Context: an optimization exercise on an open-source flow, tuned for small area and few clock cycles per item. The choices shown serve that exercise and are no tape-out recipe.
In this exercise RTL edits were held to simulation tests only and were not proved equivalent to the original.
Power figures rest on the tool's default switching activity, not on a simulated workload. The flow treats the clock pin as an ideal source, which a real chip does not have.

==> flow/design.v <==
package accum_pkg;
  localparam int unsigned ACC_MAX_OUT_ROWS   = 128;
  localparam int unsigned ACC_MAX_OUT_COLS   = 128;
  localparam int unsigned ACC_SYS_ARR_COLS   = 16;
  localparam int unsigned ACC_DATA_WIDTH     = 32;
  localparam int unsigned ACC_NUM_SUBMATS_N  = ACC_MAX_OUT_COLS / ACC_SYS_ARR_COLS;
  localparam int unsigned ACC_NUM_ACCUM_ROWS = ACC_MAX_OUT_ROWS * ACC_NUM_SUBMATS_N;
  localparam int unsigned ACC_ADDR_WIDTH     = $clog2(ACC_NUM_ACCUM_ROWS);
  typedef enum logic [1:0] {IDLE, READ, FLUSH, DONE} drain_state_e;
  function automatic integer idx_w(input integer n);
    idx_w = (n > 1) ? $clog2(n) : 1;
  endfunction
  function automatic integer accum_addr(input integer blk, input integer row,
                                        input integer max_rows);
    accum_addr = blk * max_rows + row;
  endfunction
endpackage
module accum_drain_skid #(
  parameter int unsigned W = 8
) (
  input  logic         clk,
  input  logic         i_hold,
  input  logic [W-1:0] i_data,
  output logic [W-1:0] o_data
);
  logic [W-1:0] r_d;
  assign o_data = i_hold ? r_d : i_data;
  always_ff @(posedge clk) r_d <= o_data;
endmodule
module accum_table_drain
#(
  parameter int unsigned MAX_OUT_ROWS = accum_pkg::ACC_MAX_OUT_ROWS,
  parameter int unsigned MAX_OUT_COLS = accum_pkg::ACC_MAX_OUT_COLS,
  parameter int unsigned SYS_ARR_COLS = accum_pkg::ACC_SYS_ARR_COLS,
  parameter int unsigned DATA_WIDTH   = accum_pkg::ACC_DATA_WIDTH,
  localparam int unsigned NUM_SUBMATS_N  = MAX_OUT_COLS / SYS_ARR_COLS,
  localparam int unsigned NUM_ACCUM_ROWS = MAX_OUT_ROWS * NUM_SUBMATS_N,
  localparam int unsigned ADDR_WIDTH     = $clog2(NUM_ACCUM_ROWS),
  localparam int unsigned ROWS_W         = $clog2(MAX_OUT_ROWS) + 1,
  localparam int unsigned BLKS_W         = $clog2(NUM_SUBMATS_N) + 1,
  localparam int unsigned ROW_W          = accum_pkg::idx_w(MAX_OUT_ROWS),
  localparam int unsigned BLK_W          = accum_pkg::idx_w(NUM_SUBMATS_N),
  localparam int unsigned ROW_BITS       = DATA_WIDTH * SYS_ARR_COLS
) (
  input  logic                  clk,
  input  logic                  reset,
  input  logic                  start,
  input  logic [ROWS_W-1:0]     num_rows,
  input  logic [BLKS_W-1:0]     num_col_blks,
  output logic                  busy,
  output logic                  done,
  output logic                  rd_en,
  output logic [ADDR_WIDTH-1:0] rd_addr,
  input  logic [ROW_BITS-1:0]   rd_data,
  output logic                  out_valid,
  input  logic                  out_ready,
  output logic [ROW_BITS-1:0]   out_data,
  output logic [ROW_W-1:0]      out_row,
  output logic [BLK_W-1:0]      out_col_blk,
  output logic                  out_last
);
  logic              r_busy, r_done, r_hold;
  logic [ROW_W-1:0]  r_rows_m1, r_row;
  logic [BLK_W-1:0]  r_blks_m1, r_blk;
  logic [ROWS_W-1:0] w_rows_clamp;
  logic [BLKS_W-1:0] w_blks_clamp;
  logic              w_nonzero, w_row_end, w_last, w_pop;
  logic [ROW_W-1:0]  w_row_nx;
  logic [BLK_W-1:0]  w_blk_nx;
  assign w_rows_clamp = (num_rows > ROWS_W'(MAX_OUT_ROWS)) ? ROWS_W'(MAX_OUT_ROWS) : num_rows;
  assign w_blks_clamp = (num_col_blks > BLKS_W'(NUM_SUBMATS_N)) ? BLKS_W'(NUM_SUBMATS_N) : num_col_blks;
  assign w_nonzero    = (w_rows_clamp != '0) && (w_blks_clamp != '0);
  assign w_row_end = (r_row == r_rows_m1);
  assign w_last    = w_row_end & (r_blk == r_blks_m1);
  assign w_pop     = r_busy & out_ready;
  always_comb begin
    w_row_nx = r_row;
    w_blk_nx = r_blk;
    if (!r_busy) begin
      w_row_nx = '0;
      w_blk_nx = '0;
    end else if (out_ready) begin
      if (w_row_end) begin
        w_row_nx = '0;
        w_blk_nx = r_blk + BLK_W'(1);
      end else begin
        w_row_nx = r_row + ROW_W'(1);
      end
    end
  end
  assign rd_en   = reset & (r_busy ? (out_ready & ~w_last) : (start & w_nonzero));
  assign rd_addr = ADDR_WIDTH'(accum_pkg::accum_addr(32'(w_blk_nx), 32'(w_row_nx), MAX_OUT_ROWS));
  assign busy    = r_busy;
  assign done    = r_done;
  always_ff @(posedge clk) begin
    r_row  <= w_row_nx;
    r_blk  <= w_blk_nx;
    r_hold <= r_busy & ~out_ready;
    if (!r_busy) begin
      r_rows_m1 <= ROW_W'(w_rows_clamp - ROWS_W'(1));
      r_blks_m1 <= BLK_W'(w_blks_clamp - BLKS_W'(1));
    end
    if (!reset) begin
      r_busy <= 1'b0;
      r_done <= 1'b0;
    end else if (r_busy) begin
      if (out_ready & w_last) begin
        r_busy <= 1'b0;
        r_done <= 1'b1;
      end
    end else begin
      r_done <= start & ~w_nonzero;
      r_busy <= start & w_nonzero;
    end
  end
  accum_drain_skid #(.W(ROW_BITS)) u_hold (
    .clk    (clk),
    .i_hold (r_hold),
    .i_data (rd_data),
    .o_data (out_data)
  );
  assign out_valid   = r_busy;
  assign out_row     = r_row;
  assign out_col_blk = r_blk;
  assign out_last    = w_last;
endmodule
==> flow/config.mk <==
export PLATFORM = sky130hd
export DESIGN_NAME = accum_table_drain
export DESIGN_NICKNAME = accum_table_drain
export VERILOG_FILES = /design/flow/design.v
export SDC_FILE = /design/flow/constraint.sdc
export NUM_CORES = 4
export LEC_CHECK = 0
export CAP_MARGIN = 20
export CORE_AREA = 2 2 458 78
export DIE_AREA = 0 0 460 80
export SLEW_MARGIN = 20
==> flow/constraint.sdc <==
create_clock -name core_clock -period 5.0 [get_ports {clk}]
set_input_delay 1.0000 -clock core_clock [delete_from_list [all_inputs] [get_ports {clk}]]
set_output_delay 1.0000 -clock core_clock [all_outputs]
set_load 0.01 [all_outputs]
standard.sh (not shown) runs the stock make flow with config.mk's settings and CLKGATE_MAP_FILE= SYNTH_SCRIPT=/design/flow/synth_recipe.tcl, a recipe that flattens the netlist after the stock synthesis.
==> flow/flow/run.sh <==
#!/bin/bash
# The standard layout, with the smallest buffer on every input and output port and a
# clock tree of fewer, larger sink clusters without dummy loads.
set -euo pipefail
export BUFFER_PORTS_ARGS="-buffer_cell sky130_fd_sc_hd__buf_1"
export CTS_ARGS="-sink_clustering_enable -repair_clock_nets -dont_use_dummy_load -buf_list {sky130_fd_sc_hd__clkbuf_8 sky130_fd_sc_hd__clkbuf_16} -sink_clustering_size 24 -sink_clustering_max_diameter 50"
bash standard.sh > standard_make.log 2>&1
The baseline ran to the end with no violations.
Testbench counts at the start, summed over its fixed seeds: cycles 87,815, beats 76,753.
Edit:
==> flow/run.sh (new file) <==
#!/bin/bash
# synth_recipe.tcl (not shown) runs the flow's synth.tcl, then flattens the netlist and writes it again
# the make line also repeats each setting of config.mk as NAME=value (left out here)
make -C /OpenROAD-flow-scripts/flow DESIGN_CONFIG=/design/flow/config.mk WORK_HOME=/design/flow/orfs CLKGATE_MAP_FILE= SYNTH_SCRIPT=/design/flow/synth_recipe.tcl finish
- CORE_AREA: 2 2 458 78 -> 5 5 375 375
- DIE_AREA: 0 0 460 80 -> 0 0 380 380
removed: flow/flow/run.sh
removed: flow/standard.sh
Critical path depth rises by 5.
Die area came out higher to 3.9 times its value.
Global-route usage came out lower by 14 points.
Setup slack gets worse by 530 ps.
Wire length is higher by 90%.

tundra:
// accum_table_drain: RTL as listed in full above, without the edits since
Settings: LEC_CHECK=0, CAP_MARGIN=20, CORE_AREA=2 2 458 78, CTS_BUF_LIST=sky130_fd_sc_hd__clkbuf_4 sky130_fd_sc_hd__clkbuf_8, CTS_CLUSTER_SIZE=30, DIE_AREA=0 0 460 80, SLEW_MARGIN=20; clock period 5.0 ns.
==> flow/flow/run.sh <==
#!/bin/bash
# The standard layout, with the smallest buffer on every input and output port.
set -euo pipefail
export BUFFER_PORTS_ARGS="-buffer_cell sky130_fd_sc_hd__buf_1"
bash standard.sh > standard_make.log 2>&1
No stage failed in tundra, and the final checks on the layout all came back clean.
Testbench counts of tundra, summed over its fixed seeds: cycles 87,815, beats 76,753.
Input changes introduced in juniper (baseline for comparison: tundra):
# tundra
export LEC_CHECK = 0
export CAP_MARGIN = 20
export CORE_AREA = 2 2 458 78
export CTS_BUF_LIST = sky130_fd_sc_hd__clkbuf_4 sky130_fd_sc_hd__clkbuf_8
export CTS_CLUSTER_SIZE = 30
export DIE_AREA = 0 0 460 80
export SLEW_MARGIN = 20
create_clock -name core_clock -period 5.0 [get_ports {clk}]
# juniper
export LEC_CHECK = 0
export CAP_MARGIN = 20
export CORE_AREA = 2 2 458 78
export DIE_AREA = 0 0 460 80
export SLEW_MARGIN = 20
create_clock -name core_clock -period 5.0 [get_ports {clk}]
==> flow/flow/run.sh <==
#!/bin/bash
# The standard layout, with the smallest buffer on every input and output port and a
# clock tree of fewer, larger sink clusters without dummy loads.
set -euo pipefail
export BUFFER_PORTS_ARGS="-buffer_cell sky130_fd_sc_hd__buf_1"
export CTS_ARGS="-sink_clustering_enable -repair_clock_nets -dont_use_dummy_load -buf_list {sky130_fd_sc_hd__clkbuf_8} -sink_clustering_size 16 -sink_clustering_max_diameter 50"
bash standard.sh > standard_make.log 2>&1
Comparing juniper and tundra, routed wirelength normalized by instance count is lower on tundra.
Changes observed in juniper relative to tundra: switching part of the total now sits higher, power consumption now sits lower, average via count per standard cell now sits higher.
On total number of vias: juniper sits below tundra.
Changes in amber relative to juniper:
==> flow/flow/run.sh <==
#!/bin/bash
# The standard layout, with the smallest buffer on every input and output port and a
# clock tree of fewer, larger sink clusters without dummy loads.
set -euo pipefail
export BUFFER_PORTS_ARGS="-buffer_cell sky130_fd_sc_hd__buf_1"
export CTS_ARGS="-sink_clustering_enable -repair_clock_nets -dont_use_dummy_load -buf_list {sky130_fd_sc_hd__clkbuf_16} -sink_clustering_size 30 -sink_clustering_max_diameter 60"
bash standard.sh > standard_make.log 2>&1
Results
The run showing the smaller fraction of power consumed by the clock network is amber.
amber: final hold slack is 0.0089 ns higher than what juniper reported.
Part of the cycle the worst path needs was lower in the run labelled amber.
Summary of amber over juniper: net switching fraction of the power moved down, setup slack went up by 0.059 ns, worst-case vdd ir drop picked up an extra about 70%.

==> separate check: timing with driven ports <==
The results above use ideal ports. As a check the final layouts listed here were re-extracted and re-timed, cells and wires unchanged.
Step 1: set_driving_cell puts a clkbuf_16 on clk and a buf_2 on each other input, an assumption about the parent block.
Step 2 times the ports against the registers' clock, not the clock port: input delays grow and output delays shrink by t, the midpoint of the rising clock arrivals with the driver on.
Slacks: ideal ports / drivers / drivers and shift; pairs: ideal ports / drivers.
run | t, ns | slack for setup (ns) | hold slack, ns | latest minus earliest clock arrival (ns)
the first run of note 1 | 0.636 | 1.326 / 1.267 / 1.462 | 0.476 / 0.476 / 0.476 | 0.046 / 0.046
the second run of note 1 | 0.710 | 0.794 / 0.767 / 0.767 | 0.469 / 0.469 / 0.469 | 0.030 / 0.031
tundra | 0.679 | 1.324 / 1.271 / 1.480 | 0.474 / 0.474 / 0.474 | 0.028 / 0.028
juniper | 0.644 | 1.334 / 1.277 / 1.468 | 0.473 / 0.473 / 0.473 | 0.043 / 0.042
amber | 0.616 | 1.393 / 1.333 / 1.467 | 0.481 / 0.481 / 0.481 | 0.015 / 0.016
After both steps every run listed still meets setup and hold. For the second run of note 1, which loses most, drivers alone change the setup slack by -0.027 ns; drivers and shift together by -0.027 ns.
